What follows belongs to an exercise in optimizing a design on an open flow for small area, a short achievable clock period and few clock cycles; a production flow would make more cautious choices.
No functional check of the RTL was part of any run shown here.
Power and IR drop assume default switching activity.

--- flow/design.v ---
`default_nettype none
package cpu_isa_pkg;
	typedef logic [15:0] word_t;
	typedef logic [3:0] reg_idx_t;
	typedef enum logic [3:0] {
		HALT  = 4'h0,
		MOV   = 4'h1,
		MOVNZ = 4'h2,
		MOVEZ = 4'h3,
		BUS   = 4'h4,
		MEMR  = 4'h5,
		SET   = 4'h6,
		MEMW  = 4'h7,
		AND   = 4'h8,
		OR    = 4'h9,
		XOR   = 4'hA,
		ADD   = 4'hB,
		SHFT  = 4'hC,
		MUL   = 4'hD,
		GT    = 4'hE,
		EQ    = 4'hF
	} opcode_e;
	typedef struct packed {
		reg_idx_t cond;
		reg_idx_t dst;
		reg_idx_t src;
		opcode_e  op;
	} insn_fields_t;
	typedef struct packed {
		logic       shift_left;
		logic [2:0] shift_amt;
		reg_idx_t   dst;
		reg_idx_t   src;
		opcode_e    op;
	} insn_shift_t;
	typedef union packed {
		insn_fields_t fields;
		insn_shift_t  shift;
	} insn_u;
endpackage
`default_nettype wire
`default_nettype none
package cpu_core_pkg;
	localparam int NUM_REGS = 16;
	localparam int MEM_ADDR_W = 15;
	localparam int PC_W = 16;
	typedef logic [MEM_ADDR_W-1:0] mem_addr_t;
endpackage
`default_nettype wire
`timescale 1ns/10ps
`default_nettype none
module cpu_regfile (
	input  logic                  clk,
	input  logic                  mem_read_ready_stor_reset,
	input  cpu_isa_pkg::reg_idx_t ra_idx,
	output cpu_isa_pkg::word_t    ra_data,
	input  cpu_isa_pkg::reg_idx_t rb_idx,
	output cpu_isa_pkg::word_t    rb_data,
	input  cpu_isa_pkg::reg_idx_t wr_idx,
	input  cpu_isa_pkg::word_t    wr_data,
	input  logic                  wr_en
);
	cpu_isa_pkg::word_t regs [cpu_core_pkg::NUM_REGS];
	cpu_isa_pkg::word_t wd;
	assign wd = mem_read_ready_stor_reset ? '0 : wr_data;
	always_ff @(posedge clk) begin
		for (int i = 0; i < cpu_core_pkg::NUM_REGS; i++) begin
			if (mem_read_ready_stor_reset || (wr_en && wr_idx == 4'(i))) begin
				regs[i] <= wd;
			end
		end
	end
	logic [cpu_core_pkg::NUM_REGS-1:0] ra_sel;
	logic [cpu_core_pkg::NUM_REGS-1:0] rb_sel;
	always_comb begin
		ra_data = '0;
		rb_data = '0;
		for (int i = 0; i < cpu_core_pkg::NUM_REGS; i++) begin
			ra_sel[i] = (ra_idx == 4'(i));
			rb_sel[i] = (rb_idx == 4'(i));
			ra_data = ra_data | (regs[i] & {16{ra_sel[i]}});
			rb_data = rb_data | (regs[i] & {16{rb_sel[i]}});
		end
	end
endmodule
`default_nettype wire
`timescale 1ns/10ps
`default_nettype none
module cpu_alu (
	input  cpu_isa_pkg::word_t op_a,
	input  cpu_isa_pkg::word_t op_b,
	input  cpu_isa_pkg::insn_u insn,
	input  cpu_isa_pkg::word_t mul_acc,
	output cpu_isa_pkg::word_t mul_lo,
	output cpu_isa_pkg::word_t result
);
	logic [7:0] mul_hi;
	assign mul_lo = op_a * {8'h00, op_b[7:0]};
	assign mul_hi = op_a[7:0] * op_b[15:8];
	always_comb begin
		result = '0;
		case (insn.fields.op)
			cpu_isa_pkg::AND: result = op_a & op_b;
			cpu_isa_pkg::OR:  result = op_a | op_b;
			cpu_isa_pkg::XOR: result = op_a ^ op_b;
			cpu_isa_pkg::ADD: result = op_a + op_b;
			cpu_isa_pkg::MUL: result = mul_acc + {mul_hi, 8'h00};
			cpu_isa_pkg::GT:  result = (op_a > op_b) ? 16'hFFFF : 16'h0000;
			cpu_isa_pkg::EQ:  result = (op_a == op_b) ? 16'hFFFF : 16'h0000;
			cpu_isa_pkg::SHFT: begin
				if (insn.shift.shift_left) begin
					result = op_a << insn.shift.shift_amt;
				end else begin
					result = op_a >> insn.shift.shift_amt;
				end
			end
			default: result = op_a;
		endcase
	end
endmodule
`default_nettype wire
`timescale 1ns/10ps
`default_nettype none
module cpu_control (
	input  logic                    clk,
	input  logic                    mem_read_ready_stor_reset,
	output cpu_isa_pkg::word_t      prog_addr,
	input  cpu_isa_pkg::word_t      prog_data,
	output cpu_isa_pkg::reg_idx_t   ra_idx,
	input  cpu_isa_pkg::word_t      ra_data,
	output cpu_isa_pkg::reg_idx_t   rb_idx,
	input  cpu_isa_pkg::word_t      rb_data,
	output cpu_isa_pkg::reg_idx_t   wr_idx,
	output cpu_isa_pkg::word_t      wr_data,
	output logic                    wr_en,
	output cpu_isa_pkg::insn_u      alu_insn,
	output cpu_isa_pkg::word_t      alu_a,
	output cpu_isa_pkg::word_t      alu_b,
	input  cpu_isa_pkg::word_t      alu_result,
	input  cpu_isa_pkg::word_t      mul_lo,
	output cpu_isa_pkg::word_t      mul_acc,
	output logic                    mem_req,
	output logic                    mem_we,
	output cpu_core_pkg::mem_addr_t mem_addr,
	output cpu_isa_pkg::word_t      mem_wdata,
	input  cpu_isa_pkg::word_t      mem_rdata,
	input  logic                    mem_ready,
	output logic                    halted
);
	cpu_isa_pkg::word_t pc_q;
	cpu_isa_pkg::insn_u ir_d;
	cpu_isa_pkg::insn_u ir_x;
	cpu_isa_pkg::word_t opa_q;
	cpu_isa_pkg::word_t opb_q;
	logic req_q;
	logic halt_pend_q;
	logic halted_q;
	logic mul_ph_q;
	cpu_isa_pkg::word_t acc_q;
	cpu_isa_pkg::opcode_e d_op;
	cpu_isa_pkg::opcode_e x_op;
	logic d_set;
	logic d_mem;
	logic f_halt;
	logic stall;
	logic cond_hit;
	logic x_wr;
	cpu_isa_pkg::word_t fwd_a;
	cpu_isa_pkg::word_t fwd_b;
	assign d_op = ir_d.fields.op;
	assign x_op = ir_x.fields.op;
	assign d_set = (d_op == cpu_isa_pkg::SET);
	assign d_mem = (d_op == cpu_isa_pkg::MEMR) || (d_op == cpu_isa_pkg::MEMW);
	assign f_halt = !d_set &&
		((prog_data[3:0] == cpu_isa_pkg::HALT) || (prog_data[3:0] == cpu_isa_pkg::BUS));
	assign stall = (req_q && !mem_ready) || ((x_op == cpu_isa_pkg::MUL) && !mul_ph_q);
	assign cond_hit = (x_op == cpu_isa_pkg::MOVNZ) ? (opb_q != '0) : (opb_q == '0);
	always_comb begin
		case (x_op)
			cpu_isa_pkg::HALT, cpu_isa_pkg::BUS, cpu_isa_pkg::MEMW: x_wr = 1'b0;
			cpu_isa_pkg::MOVNZ, cpu_isa_pkg::MOVEZ: x_wr = cond_hit;
			default: x_wr = 1'b1;
		endcase
	end
	assign wr_en = x_wr && !stall;
	assign wr_idx = ir_x.fields.dst;
	assign wr_data = (x_op == cpu_isa_pkg::MEMR) ? mem_rdata : alu_result;
	assign ra_idx = ir_d.fields.src;
	assign rb_idx = ir_d.fields.cond;
	assign fwd_a = (x_wr && ir_x.fields.dst == ir_d.fields.src) ? wr_data : ra_data;
	assign fwd_b = (x_wr && ir_x.fields.dst == ir_d.fields.cond) ? wr_data : rb_data;
	always_ff @(posedge clk) begin
		if (mem_read_ready_stor_reset) begin
			pc_q <= '0;
			ir_d.fields.op <= cpu_isa_pkg::HALT;
			ir_x.fields.op <= cpu_isa_pkg::HALT;
			req_q <= 1'b0;
			halt_pend_q <= 1'b0;
			halted_q <= 1'b0;
			mul_ph_q <= 1'b0;
		end else begin
			mul_ph_q <= (x_op == cpu_isa_pkg::MUL) && !mul_ph_q;
			if (!stall) begin
				ir_x <= ir_d;
				req_q <= d_mem;
				ir_d[15:4] <= prog_data[15:4];
				if (d_set || f_halt || halt_pend_q || halted_q) begin
					ir_d.fields.op <= cpu_isa_pkg::HALT;
				end else begin
					ir_d.fields.op <= cpu_isa_pkg::opcode_e'(prog_data[3:0]);
				end
				if (!f_halt && !halt_pend_q && !halted_q) begin
					pc_q <= pc_q + 16'd1;
				end
				if (f_halt) begin
					halt_pend_q <= 1'b1;
				end
				if (halt_pend_q) begin
					halted_q <= 1'b1;
				end
			end
		end
	end
	always_ff @(posedge clk) begin
		if (!stall) begin
			opa_q <= d_set ? prog_data : fwd_a;
			opb_q <= fwd_b;
		end
	end
	always_ff @(posedge clk) begin
		acc_q <= mul_lo;
	end
	assign mul_acc = acc_q;
	assign alu_insn = ir_x;
	assign alu_a = opa_q;
	assign alu_b = opb_q;
	assign prog_addr = pc_q;
	assign mem_req = req_q;
	assign mem_we = (x_op == cpu_isa_pkg::MEMW);
	assign mem_addr = opa_q[cpu_core_pkg::MEM_ADDR_W-1:0];
	assign mem_wdata = opb_q;
	assign halted = halted_q;
endmodule
`default_nettype wire
`timescale 1ns/10ps
`default_nettype none
module cpu_top (
	input  logic                    clk,
	input  logic                    mem_read_ready_stor_reset,
	output cpu_isa_pkg::word_t      prog_addr,
	input  cpu_isa_pkg::word_t      prog_data,
	output logic                    mem_req,
	output logic                    mem_we,
	output cpu_core_pkg::mem_addr_t mem_addr,
	output cpu_isa_pkg::word_t      mem_wdata,
	input  cpu_isa_pkg::word_t      mem_rdata,
	input  logic                    mem_ready,
	output logic                    halted
);
	cpu_isa_pkg::reg_idx_t ra_idx;
	cpu_isa_pkg::word_t ra_data;
	cpu_isa_pkg::reg_idx_t rb_idx;
	cpu_isa_pkg::word_t rb_data;
	cpu_isa_pkg::reg_idx_t wr_idx;
	cpu_isa_pkg::word_t wr_data;
	logic wr_en;
	cpu_isa_pkg::insn_u alu_insn;
	cpu_isa_pkg::word_t alu_result;
	cpu_isa_pkg::word_t mul_lo;
	cpu_isa_pkg::word_t mul_acc;
	cpu_isa_pkg::word_t alu_a;
	cpu_isa_pkg::word_t alu_b;
	cpu_control cpu_control_i (
		.clk                       (clk),
		.mem_read_ready_stor_reset (mem_read_ready_stor_reset),
		.prog_addr                 (prog_addr),
		.prog_data                 (prog_data),
		.ra_idx                    (ra_idx),
		.ra_data                   (ra_data),
		.rb_idx                    (rb_idx),
		.rb_data                   (rb_data),
		.wr_idx                    (wr_idx),
		.wr_data                   (wr_data),
		.wr_en                     (wr_en),
		.alu_insn                  (alu_insn),
		.alu_a                     (alu_a),
		.alu_b                     (alu_b),
		.alu_result                (alu_result),
		.mul_lo                    (mul_lo),
		.mul_acc                   (mul_acc),
		.mem_req                   (mem_req),
		.mem_we                    (mem_we),
		.mem_addr                  (mem_addr),
		.mem_wdata                 (mem_wdata),
		.mem_rdata                 (mem_rdata),
		.mem_ready                 (mem_ready),
		.halted                    (halted)
	);
	cpu_regfile cpu_regfile_i (
		.clk                       (clk),
		.mem_read_ready_stor_reset (mem_read_ready_stor_reset),
		.ra_idx                    (ra_idx),
		.ra_data                   (ra_data),
		.rb_idx                    (rb_idx),
		.rb_data                   (rb_data),
		.wr_idx                    (wr_idx),
		.wr_data                   (wr_data),
		.wr_en                     (wr_en)
	);
	cpu_alu cpu_alu_i (
		.op_a    (alu_a),
		.op_b    (alu_b),
		.insn    (alu_insn),
		.mul_acc (mul_acc),
		.mul_lo  (mul_lo),
		.result  (alu_result)
	);
endmodule
`default_nettype wire
--- flow/config.mk ---
export PLATFORM = sky130hd
export DESIGN_NAME = cpu_top
export DESIGN_NICKNAME = cpu_top
export VERILOG_FILES = /design/flow/design.v
export SDC_FILE = /design/flow/constraint.sdc
export NUM_CORES = 4
export LEC_CHECK = 0
export CAP_MARGIN = 20
export CORE_MARGIN = 2
export CORE_UTILIZATION = 40
export SETUP_SLACK_MARGIN = 5
export SLEW_MARGIN = 20
--- flow/run.sh ---
#!/bin/bash
# synth_recipe.tcl (not shown) runs the flow's synth.tcl, then flattens the netlist and writes it again
# the make line also repeats each setting of config.mk as NAME=value (left out here)
make -C /OpenROAD-flow-scripts/flow DESIGN_CONFIG=/design/flow/config.mk WORK_HOME=/design/flow/orfs CLKGATE_MAP_FILE= SYNTH_SCRIPT=/design/flow/synth_recipe.tcl finish
--- flow/constraint.sdc ---
create_clock -name core_clock -period 10.0 [get_ports {clk}]
set_input_delay 2.0000 -clock core_clock [delete_from_list [all_inputs] [get_ports {clk}]]
set_output_delay 2.0000 -clock core_clock [all_outputs]
set_load 0.01 [all_outputs]
==> results of run 1 <==
cells in the final DEF, fill, tap and decap left out, types with 10 or more instances in the layout:
master / instances
nand2b_1: 19
clkbuf_16: 39
o22ai_1: 15
ha_1: 96
a22oi_1: 111
a21o_1: 16
xnor2_1: 39
a22o_1: 78
clkdlybuf4s50_1: 83
nor3_1: 23
mux4_2: 10
inv_1: 128
fa_1: 74
nand3_1: 53
nand2_1: 153
nor2b_1: 10
nand4_1: 29
edfxtp_1: 308
and3_1: 10
nor2_1: 182
clkinv_1: 10
a21oi_1: 72
a221oi_1: 81
o21ai_0: 39
xor2_1: 29
buf_4: 82
dfxtp_1: 44
a211oi_1: 11
mux2i_1: 52
o211ai_1: 13
metal layers:
layer / global-route usage / wire (microns) / vias up
met3: 0.0698 / 9040 / 345
met4: 0.156 / 5320 / 0
met2: 0.466 / 38000 / 1284
met5: 0 / 0 / -
met1: 0.377 / 32000 / 9043
li1: - / - / 7672
logic make-up (layout without fill, tap and decap cells):
logic type | count (synthesis) | in the layout | synth area share
AOI/OAI and AO/OA | 523 | 523 | 0.180
xor gates and xnor gates | 70 | 70 | 0.0294
adders and majority gates | 170 | 170 | 0.123
buffers and inverters | 269 | 374 | 0.0499
DFF | 352 | 352 | 0.465
muxes | 67 | 67 | 0.0368
and+or+nand+nor | 552 | 552 | 0.116
repair_timing:
item / CTS / global route
resized for setup: 10 / 11
setup endpoints to repair: 136 / 244
hold buffers: 0 / 0
cloned: 0 / 0
pin swaps: 0 / 2
buffers inserted: 4 / 20
Yosys cell counts, types with 5 or more instances:
| master | count |
|---|---|
| nor4_1 | 10 |
| nand2_1 | 153 |
| a41oi_1 | 7 |
| fa_1 | 74 |
| a31o_2 | 8 |
| nand3_1 | 53 |
| a211oi_1 | 11 |
| clkbuf_1 | 97 |
| nand2b_1 | 19 |
| buf_2 | 14 |
| nor3_1 | 35 |
| mux2i_1 | 52 |
| or3_1 | 8 |
| nor2_1 | 193 |
| mux4_2 | 10 |
| o31ai_1 | 7 |
| o22ai_1 | 15 |
| inv_1 | 129 |
| o21ai_0 | 39 |
| nand4_1 | 29 |
| or4_1 | 5 |
| a21oi_1 | 73 |
| nor2b_1 | 16 |
| a32oi_1 | 5 |
| xnor2_1 | 39 |
| a22oi_1 | 112 |
| dfxtp_1 | 44 |
| a22o_1 | 78 |
| a221oi_1 | 81 |
| and3_1 | 10 |
| o211ai_1 | 13 |
| edfxtp_1 | 308 |
| xor2_1 | 29 |
| buf_1 | 8 |
| o2bb2ai_1 | 5 |
| mux2_2 | 5 |
| and2_1 | 5 |
| a41o_1 | 5 |
| a21o_1 | 16 |
| ha_1 | 96 |
| buf_4 | 16 |
power groups by stage:
stage	Combinational, mW	Clock, mW	Sequential (mW)
final	2.00	1.42	2.05
after global routing	2.20	1.50	2.06
after CTS	1.93	1.44	2.06
after detailed placement	1.90	0	2.09
after global placement	1.86	0	2.09
after floorplan	1.37	0	1.97
worst max path at each step:
stage	endpoint	slack [ps]	from	cells after the start
after global placement	cpu_regfile_i.regs[12][13]$_DFFE_PP_	4380	cpu_control_i.opa_q[0]$_DFFE_PN_	18
after CTS	cpu_regfile_i.regs[15][15]$_DFFE_PP_	4930	cpu_control_i.opa_q[2]$_DFFE_PN_	18
final	cpu_control_i.acc_q[15]$_DFF_P_	5160	cpu_control_i.opb_q[2]$_DFFE_PN_	16
after floorplan	cpu_regfile_i.regs[0][13]$_DFFE_PP_	5090	cpu_control_i.opa_q[1]$_DFFE_PN_	20
after global routing	cpu_regfile_i.regs[3][15]$_DFFE_PP_	5000	cpu_control_i.opa_q[0]$_DFFE_PN_	19
after detailed placement	cpu_regfile_i.regs[5][13]$_DFFE_PP_	4250	cpu_control_i.opa_q[0]$_DFFE_PN_	18
worst register-to-register path: cells and delay by family, from the launching register on:
| kind | cells | cell delay (ps) |
|---|---|---|
| AO/OA/AOI/OAI | 5 | 1160 |
| flip-flops | 1 | 580 |
| buffers and inverters | 3 | 620 |
| adder cells (fa/ha/maj) | 5 | 2010 |
| AND/OR/NAND/NOR | 2 | 250 |
| XOR/XNOR | 1 | 130 |
stage by stage:
stage | setup slack, ps | util | total power [mW] | cells
finish | 5160 | 0.465 | 5.47 | 2804
global route | 5000 | 0.465 | 5.76 | 2804
CTS | 4930 | 0.461 | 5.42 | 2784
detailed placement | 4250 | 0.437 | 3.99 | 2710
global placement | 4380 | 0.437 | 3.96 | 2710
floorplan | 5090 | - | 3.34 | 2003
flip-flops by register name (all words and copies together) (netlist names):
name / count
cpu_control_i.mul_ph_q: 1
cpu_control_i.acc_q: 16
cpu_control_i.ir_d: 16
cpu_regfile_i.regs: 256
cpu_control_i.halt_pend_q: 1
cpu_control_i.opa_q: 16
cpu_control_i.halted_q: 1
cpu_control_i.ir_x: 12
cpu_control_i.pc_q: 16
cpu_control_i.req_q: 1
cpu_control_i.opb_q: 16
area by class of cell:
class	count	share of cell area
multi-input cells	1382	0.430
clock buffers	50	0.0413
well taps	696	0.0348
inverters	134	0.0206
flip-flops and latches	352	0.404
repair buffers	170	0.0611
clock inverters	20	0.00774
==> results.py, run 1 <==
metrics = {
    "status": {
        "status": "complete, no violations",
    },
    "power_and_ir_drop": {
        "leakage_nw": 9.43,
        "switching_power_mw": 1.99,
        "power_density_mw_per_mm2": 218,
        "ir_worst_vdd_uv": 130,
        "pwr-share-seq": 0.374,
        "p_int_mw": 3.48,
        "switching_share": 0.364,
        "comb_power_share": 0.366,
        "p_clk_frac": 0.260,
    },
    "floorplanning": {
        "rows": 85,
        "io_pins": 85,
        "die_y_microns": 237,
        "initial_utilization": 0.405,
        "core_area_sq_mm": 0.0538,
        "die_w_microns": 237,
        "dieArea_sq_mm": 0.0563,
    },
    "synth": {
        "yosysUniqueCellTypes": 75,
        "yosysSeqAreaShare": 0.465,
        "synth_top_flop_cell": "edfxtp_1",
        "yosys-top-cells-area": "edfxtp_1 42%, fa_1 6.8%, ha_1 5.5%, dfxtp_1 4.0%, a22oi_1 3.9%",
        "syn_area_sq_mm": 0.0218,
        "yosysTopAreaCellShare": 0.425,
        "postSynthCellCount": 2003,
        "syn_area_per_cell_sq_um": 10.9,
        "synth_edf_count": 308,
        "syn_nets": 2208,
        "synth_top_cell_by_area": "edfxtp_1",
        "yosysWarningCount": 4,
        "ys_seq_elements": 352,
        "async_flop_share": 0,
    },
    "sta": {
        "period_share": 0.484,
        "tns_ps": 0,
        "fmax_mhz": 207,
        "drv_slew": 0,
        "worst_pin_slew_ps": 1300,
        "setup_violations": 0,
        "hold_viol_final": 0,
        "slew_headroom": 0.133,
        "holdWs_ps": 420,
        "skew_ps": 21.0,
        "rsz0062_at_grt": "no",
        "fin_crit_ps": 4840,
    },
    "worst_setup_path": {
        "cpMostUsedCell": "fa_1",
        "slowest_delay_ps": 580,
        "cp_cell_sequence": "inv_1, nor2_1, fa_1, inv_1, fa_1, inv_1, fa_1, fa_1, ha_1, o21a_1, o21ai_0, nand2b_1, a31o_2, a41o_1, o41a_1, xnor2_1",
        "worst-path-buf-inv": 3,
        "worstReg2RegEnd": "cpu_control_i.acc_q[15]$_DFF_P_",
        "rr_startpoint": "cpu_control_i.opb_q[2]$_DFFE_PN_",
        "critical_path_class": "reg2reg",
        "crit_arrival_ps": 5300,
        "crit_fanout": 13,
        "r2r_slack_ps": 5160,
        "critPathSlowestCell": "edfxtp_1",
        "startpoint_type": "flop",
        "cp-end-kind": "flop",
        "r2r_cells": 16,
        "required_ps": 10460,
        "critical-path-top-delay-family": "adder cells",
    },
    "hold_path": {
        "min_from": "cpu_control_i.mul_ph_q$_SDFF_PP0_",
        "hold_end": "cpu_control_i.mul_ph_q$_SDFF_PP0_",
        "worstHoldPathType": "reg2reg",
        "hold_depth": 1,
    },
    "drt": {
        "ant_nets": 0,
        "via_per_inst": 6.54,
        "routed_wl_microns": 84300,
        "first_iter_violations": 2377,
        "drc": 0,
        "drt_pass1_iterations": 7,
        "detail_route.wl_per_cell_microns": 30.1,
        "vias": 18300,
    },
    "placement": {
        "dp_hpwl_microns": 55600,
        "dpl-instance-area_sq_mm": 0.0235,
        "gp_congestion": 0.954,
        "port_buffers": 84,
    },
    "flow_run": {
        "max-cap-violations": 0,
    },
    "clock_network": {
        "clk_pin_slew_ps": 60,
        "root_buffer": "clkbuf_16",
        "cts_buffer_depth": 3,
        "numCtsBuffers": 39,
        "cts_tree": "built",
        "htreeDepth": 2,
        "clk_latency_ps": 570,
        "clkSinkCount": 352,
    },
    "global_routing": {
        "grt_pass1_vias": 17800,
        "gr-total-overflow": 0,
        "globalRouteTotalUtil": 0.295,
        "grt_pass1_wl_microns": 122000,
        "grt_max_degree": 62,
        "antenna_found_initial": 1,
    },
    "cells_and_area": {
        "nets": 2284,
        "multi_input_area_sq_mm": 0.0108,
        "ff_latch_area_sq_mm": 0.0101,
        "n_antenna_cell": 0,
        "fillers": 4913,
        "area_growth_pct": 15.0,
        "finalInstanceArea_sq_mm": 0.0250,
        "layout-drive-gt1-share": 0.101,
    },
}
==> run 2: changes to the inputs <==
==> flow/flow/run.sh (new file) <==
#!/bin/bash
# Standard ORFS layout, with repair_timing aiming for extra setup slack
set -euo pipefail
bash standard.sh SETUP_SLACK_MARGIN=6.5 finish > standard_flow.log 2>&1
==> flow/standard.sh (new file) <==
#!/bin/bash
# synth_recipe.tcl (not shown) runs the flow's synth.tcl, then flattens the netlist and writes it again
# the make line also repeats each setting of config.mk as NAME=value (left out here)
make -C /OpenROAD-flow-scripts/flow DESIGN_CONFIG=/design/flow/config.mk WORK_HOME=/design/flow/orfs CLKGATE_MAP_FILE= SYNTH_SCRIPT=/design/flow/synth_recipe.tcl "${@:-finish}"
--- a/flow/config.mk
+++ b/flow/config.mk
@@ -10,3 +10,2 @@
 export CORE_UTILIZATION = 40
-export SETUP_SLACK_MARGIN = 5
 export SLEW_MARGIN = 20
removed: flow/run.sh
==> run 2 against run 1 <==
Effect of this change: still clean; utilization up 5.4 points; wire length grew 5.7%; critical path depth grew 3.
==> results.py, run 2 <==
metrics = {
    "global_routing": {
        "globalRouteTotalUtil": 0.313,
        "grt_max_degree": 63,
        "antenna_found_initial": 1,
        "grt_pass1_wl_microns": 128000,
        "gr-total-overflow": 0,
        "grt_pass1_vias": 19000,
    },
    "placement": {
        "port_buffers": 84,
        "dpl-instance-area_sq_mm": 0.0238,
        "place_inst": 2707,
        "gp_congestion": 0.966,
        "dp_hpwl_microns": 55700,
    },
    "synth": {
        "yosysUniqueCellTypes": 75,
        "yosys.cell_count.top_type": "edfxtp_1",
        "postSynthCellCount": 2003,
        "yosysWarningCount": 4,
        "syn_area_sq_mm": 0.0218,
        "yosysTopAreaCellShare": 0.425,
        "synthTopCellsByCount": "308 x edfxtp_1, 193 x nor2_1, 153 x nand2_1",
        "yosysSeqAreaShare": 0.465,
        "async_flop_share": 0,
        "syn_area_per_cell_sq_um": 10.9,
        "synth_top_cell_by_area": "edfxtp_1",
        "synth_edf_count": 308,
        "syn_nets": 2208,
        "ys_seq_elements": 352,
        "yosys-top-cells-area": "edfxtp_1 42%, fa_1 6.8%, ha_1 5.5%, dfxtp_1 4.0%, a22oi_1 3.9%",
        "synth_top_flop_cell": "edfxtp_1",
    },
    "power_and_ir_drop": {
        "leakage_nw": 10.7,
        "power_density_mw_per_mm2": 224,
        "ir_worst_vdd_uv": 147,
    },
    "hold_path": {
        "min_from": "cpu_control_i.ir_d[10]$_DFFE_PP_",
        "hold_end": "cpu_control_i.ir_x[10]$_DFFE_PP_",
        "worstHoldPathType": "reg2reg",
        "hold_depth": 0,
    },
    "worst_setup_path": {
        "rr_startpoint": "cpu_control_i.opa_q[1]$_DFFE_PN_",
        "cp_cell_sequence": "inv_4, nor2_4, ha_4, fa_1, ha_4, inv_2, fa_1, inv_2, fa_1, ha_4, nand3_2, o2111ai_2, xor2_1, nand2_1, a32oi_1, a21oi_1, o21a_2, nor2_4, buf_12",
        "crit_arrival_ps": 4880,
        "crit_fanout": 16,
        "startpoint_type": "flop",
        "r2r_slack_ps": 5440,
        "r2r_cells": 19,
        "crit_start": "cpu_control_i.opa_q[1]$_DFFE_PN_",
        "cp-end-kind": "flop",
        "required_ps": 10310,
        "slowest_delay_ps": 530,
        "worstReg2RegEnd": "cpu_regfile_i.regs[1][13]$_DFFE_PP_",
        "critPathSlowestCell": "edfxtp_1",
        "critical_path_class": "reg2reg",
    },
    "cells_and_area": {
        "layout-drive-gt1-share": 0.257,
        "regMostFlops": "cpu_regfile_i.regs",
        "area_growth_pct": 28.4,
        "fin_cells": 2967,
        "n_antenna_cell": 0,
        "fillers": 4643,
        "largest_reg_flops": 256,
        "mostFrequentLayoutCell": "edfxtp_1",
        "most-common-layout-cells": "308 x edfxtp_1, 170 x nor2_1, 155 x buf_4",
        "finalInstanceArea_sq_mm": 0.0280,
        "final_util": 0.520,
        "nets": 2448,
    },
    "clock_network": {
        "root_buffer": "clkbuf_16",
        "cts_buffer_depth": 3,
        "numCtsBuffers": 39,
        "clk_latency_ps": 580,
        "cts-hold-fix-buffers": 0,
        "clkSinkCount": 352,
        "clk_pin_slew_ps": 60,
        "cts_tree": "built",
        "htreeDepth": 2,
    },
    "sta": {
        "rsz0062_at_grt": "yes",
        "hold_viol_final": 0,
        "slew_headroom": 0.219,
        "drv_slew": 0,
        "setup_violations": 0,
        "worst_pin_slew_ps": 1170,
        "skew_ps": 24.6,
        "period_share": 0.456,
        "fin_crit_ps": 4560,
        "tns_ps": 0,
        "fmax_mhz": 219,
    },
    "status": {
        "status": "complete, no violations",
    },
    "drt": {
        "drc": 0,
        "via_per_inst": 6.49,
        "first_iter_violations": 2815,
        "detail_route.wl_per_cell_microns": 30.0,
        "vias": 19200,
        "ant_nets": 0,
        "routed_wl_microns": 89100,
        "drt_pass1_iterations": 8,
    },
    "floorplanning": {
        "die_y_microns": 237,
        "rows": 85,
        "io_pins": 85,
        "initial_utilization": 0.405,
        "core_area_sq_mm": 0.0538,
        "dieArea_sq_mm": 0.0563,
        "die_w_microns": 237,
    },
    "flow_run": {
        "max-cap-violations": 0,
    },
}
-- run 2: cell counts after synthesis --
Identical to the previous run, type by type.
-- run 2: worst max-delay path: cells and delay by family (launching register included) --
| kind | cells | cell delay, ps |
|---|---|---|
| fa+ha+maj | 6 | 2260 |
| flops | 1 | 530 |
| xor+xnor | 1 | 100 |
| simple gates | 4 | 260 |
| buf+inv | 4 | 410 |
| compound gates | 4 | 720 |
-- run 2: power by group --
group	switching (mW)	internal, mW
sequential	0.168	1.85
clock	0.617	0.802
combinational	1.54	1.31
-- run 2: cell type report --
cell class,count,area (sq um),share of cell area
clock buffer,49,1090,0.0388
tap,696,871,0.0311
multi-input combinational,1383,11900,0.424
clock inverter,20,170,0.00608
timing repair buffer,333,3290,0.118
inverter,134,564,0.0202
sequential,352,10100,0.363
-- run 2: through the flow --
stage,power [mW],setup WS [ps],hold slack [ps]
final,6.28,5440,422
after detailed placement,4.20,4930,407
after CTS,6.01,5520,424
after global placement,4.17,4990,404
after floorplan,3.54,5670,399
after global routing,6.57,5310,435
-- run 2: how the worst max path moves through the flow --
stage	to	slack (ps)	depth (start not counted)
after global routing	cpu_regfile_i.regs[7][15]$_DFFE_PP_	5310	19
after floorplan	cpu_regfile_i.regs[0][13]$_DFFE_PP_	5670	20
after detailed placement	cpu_regfile_i.regs[14][15]$_DFFE_PP_	4930	19
final	cpu_regfile_i.regs[1][13]$_DFFE_PP_	5440	19
after global placement	cpu_regfile_i.regs[14][15]$_DFFE_PP_	4990	19
after CTS	cpu_regfile_i.regs[1][14]$_DFFE_PP_	5520	20
-- run 2: timing repair --
item / CTS / global route
cloned: 5 / 0
resized for setup: 347 / 95
setup endpoints to repair: 608 / 562
buffers inserted: 154 / 32
pin swaps: 54 / 27
-- run 2: cells by family (layout without fill, tap and decap cells) --
kind of cell             count (synthesis)  count (layout)  share of synthesized area
adder cells (fa/ha/maj)                170             170                      0.123
AND/OR/NAND/NOR                        552             553                      0.116
XOR/XNOR                                70              70                     0.0294
buffers and inverters                  269             536                     0.0499
flip-flops                             352             352                      0.465
AO/OA/AOI/OAI                          523             523                      0.180
multiplexers                            67              67                     0.0368
-- run 2: layer usage --
layer	vias up	wire, microns	track usage
met1	9400	32600	0.392
li1	8023	-	-
met3	384	10100	0.0776
met4	0	6530	0.204
met5	-	0	0.00346
met2	1438	39900	0.482
==> run 3: changes to the inputs <==
==> flow/flow/run.sh (replaced) <==
#!/bin/bash
# Standard ORFS layout, with repair_timing aiming for extra setup slack
set -euo pipefail
bash standard.sh SETUP_SLACK_MARGIN=7.5 finish > standard_flow.log 2>&1
==> run 3 against run 2 <==
Effect of this change: utilization is 4.3 points higher; flip-flop and latch count stayed put; clock skew is 13 ps higher; count of clock-buffer cells in the layout is 4 lower; non-clock buffer count is 99 higher; via count is 4.6% higher; synthesized area stayed put; global-route usage is 1.3 points higher; clock power hardly changed; critical path depth stayed put; first-iteration DRC count is 12% higher; largest cell class unchanged; highest routed layer unchanged.
==> results.py, run 3 <==
metrics = {
    "clock_network": {
        "cts-hold-fix-buffers": 0,
        "cts_tree": "built",
        "clk_latency_ps": 580,
        "clk_pin_slew_ps": 70,
        "cts_buffer_depth": 3,
        "root_buffer": "clkbuf_16",
        "numCtsBuffers": 39,
        "clkSinkCount": 352,
        "htreeDepth": 2,
    },
    "worst_setup_path": {
        "cpMostUsedCell": "fa_1",
        "crit_fanout": 16,
        "required_ps": 10420,
        "cp_cell_sequence": "inv_2, nor2_4, ha_4, fa_1, ha_1, inv_1, fa_1, inv_2, fa_1, ha_4, nand3_2, o2111ai_2, xor2_1, nand2_1, a32oi_1, a21oi_1, o21a_2, nor2_4, buf_12",
        "cp-end-kind": "flop",
        "r2r_slack_ps": 5520,
        "worst-path-buf-inv": 4,
        "critPathSlowestCell": "edfxtp_1",
        "crit_arrival_ps": 4890,
        "startpoint_type": "flop",
        "critical_path_class": "reg2reg",
        "critical-path-top-delay-family": "adder cells",
        "slowest_delay_ps": 500,
    },
    "sta": {
        "setup_violations": 0,
        "holdWs_ps": 418,
        "slew_headroom": 0.200,
        "fin_crit_ps": 4480,
        "tns_ps": 0,
        "worst_pin_slew_ps": 1190,
        "rsz0062_at_grt": "yes",
        "setup_ws_ps": 5520,
        "skew_ps": 37.7,
        "drv_slew": 0,
        "fmax_mhz": 223,
        "hold_viol_final": 0,
        "period_share": 0.448,
    },
    "synth": {
        "synth_top_flop_cell": "edfxtp_1",
        "syn_nets": 2208,
        "yosysTopAreaCellShare": 0.425,
        "ys_seq_elements": 352,
        "syn_area_per_cell_sq_um": 10.9,
        "yosysUniqueCellTypes": 75,
        "synth_top_cell_by_area": "edfxtp_1",
        "yosysWarningCount": 4,
        "synthTopCellsByCount": "308 x edfxtp_1, 193 x nor2_1, 153 x nand2_1",
        "yosysSeqAreaShare": 0.465,
        "yosys.area_share.adder": 0.123,
        "synth_edf_count": 308,
        "syn_area_sq_mm": 0.0218,
        "yosys-top-cells-area": "edfxtp_1 42%, fa_1 6.8%, ha_1 5.5%, dfxtp_1 4.0%, a22oi_1 3.9%",
        "synthXorXnorAreaFrac": 0.0294,
        "synthSimpleGateAreaFrac": 0.116,
        "synth_compound_area_frac": 0.180,
        "async_flop_share": 0,
        "postSynthCellCount": 2003,
        "synth_top_family_by_area": "compound AO/OA/AOI/OAI gates",
        "synth_mux_area_frac": 0.0368,
        "yosys.cell_count.top_type": "edfxtp_1",
    },
    "drt": {
        "drt_pass1_iterations": 9,
        "via_per_inst": 6.55,
        "first_iter_violations": 3150,
        "drc": 0,
        "ant_nets": 0,
        "routed_wl_microns": 94400,
        "detail_route.wl_per_cell_microns": 30.7,
        "vias": 20100,
    },
    "cells_and_area": {
        "fillers": 4282,
        "fin_cells": 3072,
        "layout-drive-gt1-share": 0.332,
        "area_growth_pct": 39.0,
        "regMostFlops": "cpu_regfile_i.regs",
        "most-common-layout-cells": "308 x edfxtp_1, 170 x buf_4, 158 x nor2_1",
        "nets": 2552,
        "mostFrequentLayoutCell": "edfxtp_1",
        "finalInstanceArea_sq_mm": 0.0303,
        "largest_reg_flops": 256,
    },
    "placement": {
        "pre_cts_slack_ps": 4960,
        "gp_congestion": 0.980,
        "dpl-instance-area_sq_mm": 0.0242,
        "place_inst": 2700,
        "dp_hpwl_microns": 55000,
        "port_buffers": 84,
    },
    "floorplanning": {
        "io_pins": 85,
        "core_area_sq_mm": 0.0538,
        "rows": 85,
        "die_y_microns": 237,
        "die_w_microns": 237,
        "dieArea_sq_mm": 0.0563,
        "initial_utilization": 0.405,
    },
    "global_routing": {
        "antenna_found_initial": 0,
        "globalRouteTotalUtil": 0.326,
        "grt_pass1_wl_microns": 133000,
        "grt_max_degree": 47,
        "grt_pass1_vias": 19400,
        "gr-total-overflow": 0,
    },
    "power_and_ir_drop": {
        "leakage_nw": 11.6,
        "power_density_mw_per_mm2": 214,
        "ir_worst_vdd_uv": 137,
    },
    "status": {
        "status": "complete, no violations",
    },
    "hold_path": {
        "worstHoldPathType": "reg2reg",
    },
    "flow_run": {
        "max-cap-violations": 0,
    },
}
[run 3: cell counts after synthesis]
Identical to the previous run, type by type.
[run 3: per-stage QoR]
step / total power, mW / util
after floorplan: 3.61 / -
after global placement: 4.20 / 0.450
after detailed placement: 4.23 / 0.450
after CTS: 6.14 / 0.542
after global routing: 6.75 / 0.562
final: 6.46 / 0.562
[run 3: where the power goes]
group          internal [mW]  switching [mW]
combinational           1.43            1.60
sequential              1.84           0.180
clock                  0.795           0.615
total                   4.07            2.39
[run 3: repair_timing]
action / CTS / global route
cloned: 12 / 5
setup buffers: 231 / 53
resized for setup: 526 / 136
pin swaps: 56 / 54
setup endpoints to repair: 686 / 686
[run 3: final timing paths]
kind / endpoint / startpoint / cells after the start
worst min register to register: cpu_control_i.ir_x[8]$_DFFE_PP_ / cpu_control_i.ir_d[8]$_DFFE_PP_ / 0
worst min-delay path: cpu_control_i.ir_x[8]$_DFFE_PP_ / cpu_control_i.ir_d[8]$_DFFE_PP_ / 0
worst max-delay path: cpu_regfile_i.regs[9][13]$_DFFE_PP_ / cpu_control_i.opb_q[10]$_DFFE_PN_ / 19
worst max register to register: cpu_regfile_i.regs[9][13]$_DFFE_PP_ / cpu_control_i.opb_q[10]$_DFFE_PN_ / 19
[run 3: kinds of logic after synthesis]
family          after synthesis
compound gates              523
mux                          67
flops                       352
buf+inv                     269
xor+xnor                     70
simple gates                552
fa+ha+maj                   170
[run 3: cell type report]
class	instances	area [sq um]	area share
clock inverters	23	215	0.00711
multi-input cells	1383	12400	0.408
diodes	2	5.00	0.000165
inverters	134	584	0.0193
clock buffers	45	998	0.0330
repair buffers	432	4990	0.165
well taps	696	871	0.0288
flip-flops and latches	352	10200	0.336
repair inverters	5	70.1	0.00232
[run 3: routing by layer]
metal	share of wire	wire length [microns]	GRT usage
met5	0	0	0
met4	0.089	8420	0.226
met3	0.12	11200	0.0740
met2	0.44	41400	0.503
met1	0.35	33400	0.407

port drivers added, routing unchanged:
How much do the figures lean on ideal ports? The routed layouts below were timed once more, with nothing changed but the port constraints. Step 1 (the two cells are an assumption about what drives the block):
set clk [get_ports {clk}]
set_driving_cell -lib_cell sky130_fd_sc_hd__clkbuf_16 $clk
set_driving_cell -lib_cell sky130_fd_sc_hd__buf_2 [delete_from_list [all_inputs] $clk]
Step 2 moves the port delays by t, midway between the first and last clock arrival at a register: inputs arrive t later, outputs are due t later. That takes back most of the time a late clock gives input paths. Slacks: no drivers / after step 1 / after step 2; pairs: no drivers / after step 1.
run | shift t [ns] | slack for setup (ns) | latest minus earliest clock arrival (ns) | worst slew at a driven data input, ns | pins driven straight from the clock port
run 1 | 0.618 | 5.158 / 5.158 / 4.793 | 0.022 / 0.022 | 0.05 | 1
run 2 | 0.627 | 5.435 / 5.435 / 5.435 | 0.025 / 0.026 | 0.06 | 1
run 3 | 0.623 | 5.523 / 5.523 / 5.523 | 0.038 / 0.038 | 0.07 | 1
After both steps setup and hold are still met in every run listed. For run 1, which loses most, drivers alone change the setup slack by 0.000 ns; drivers and shift together by -0.365 ns.
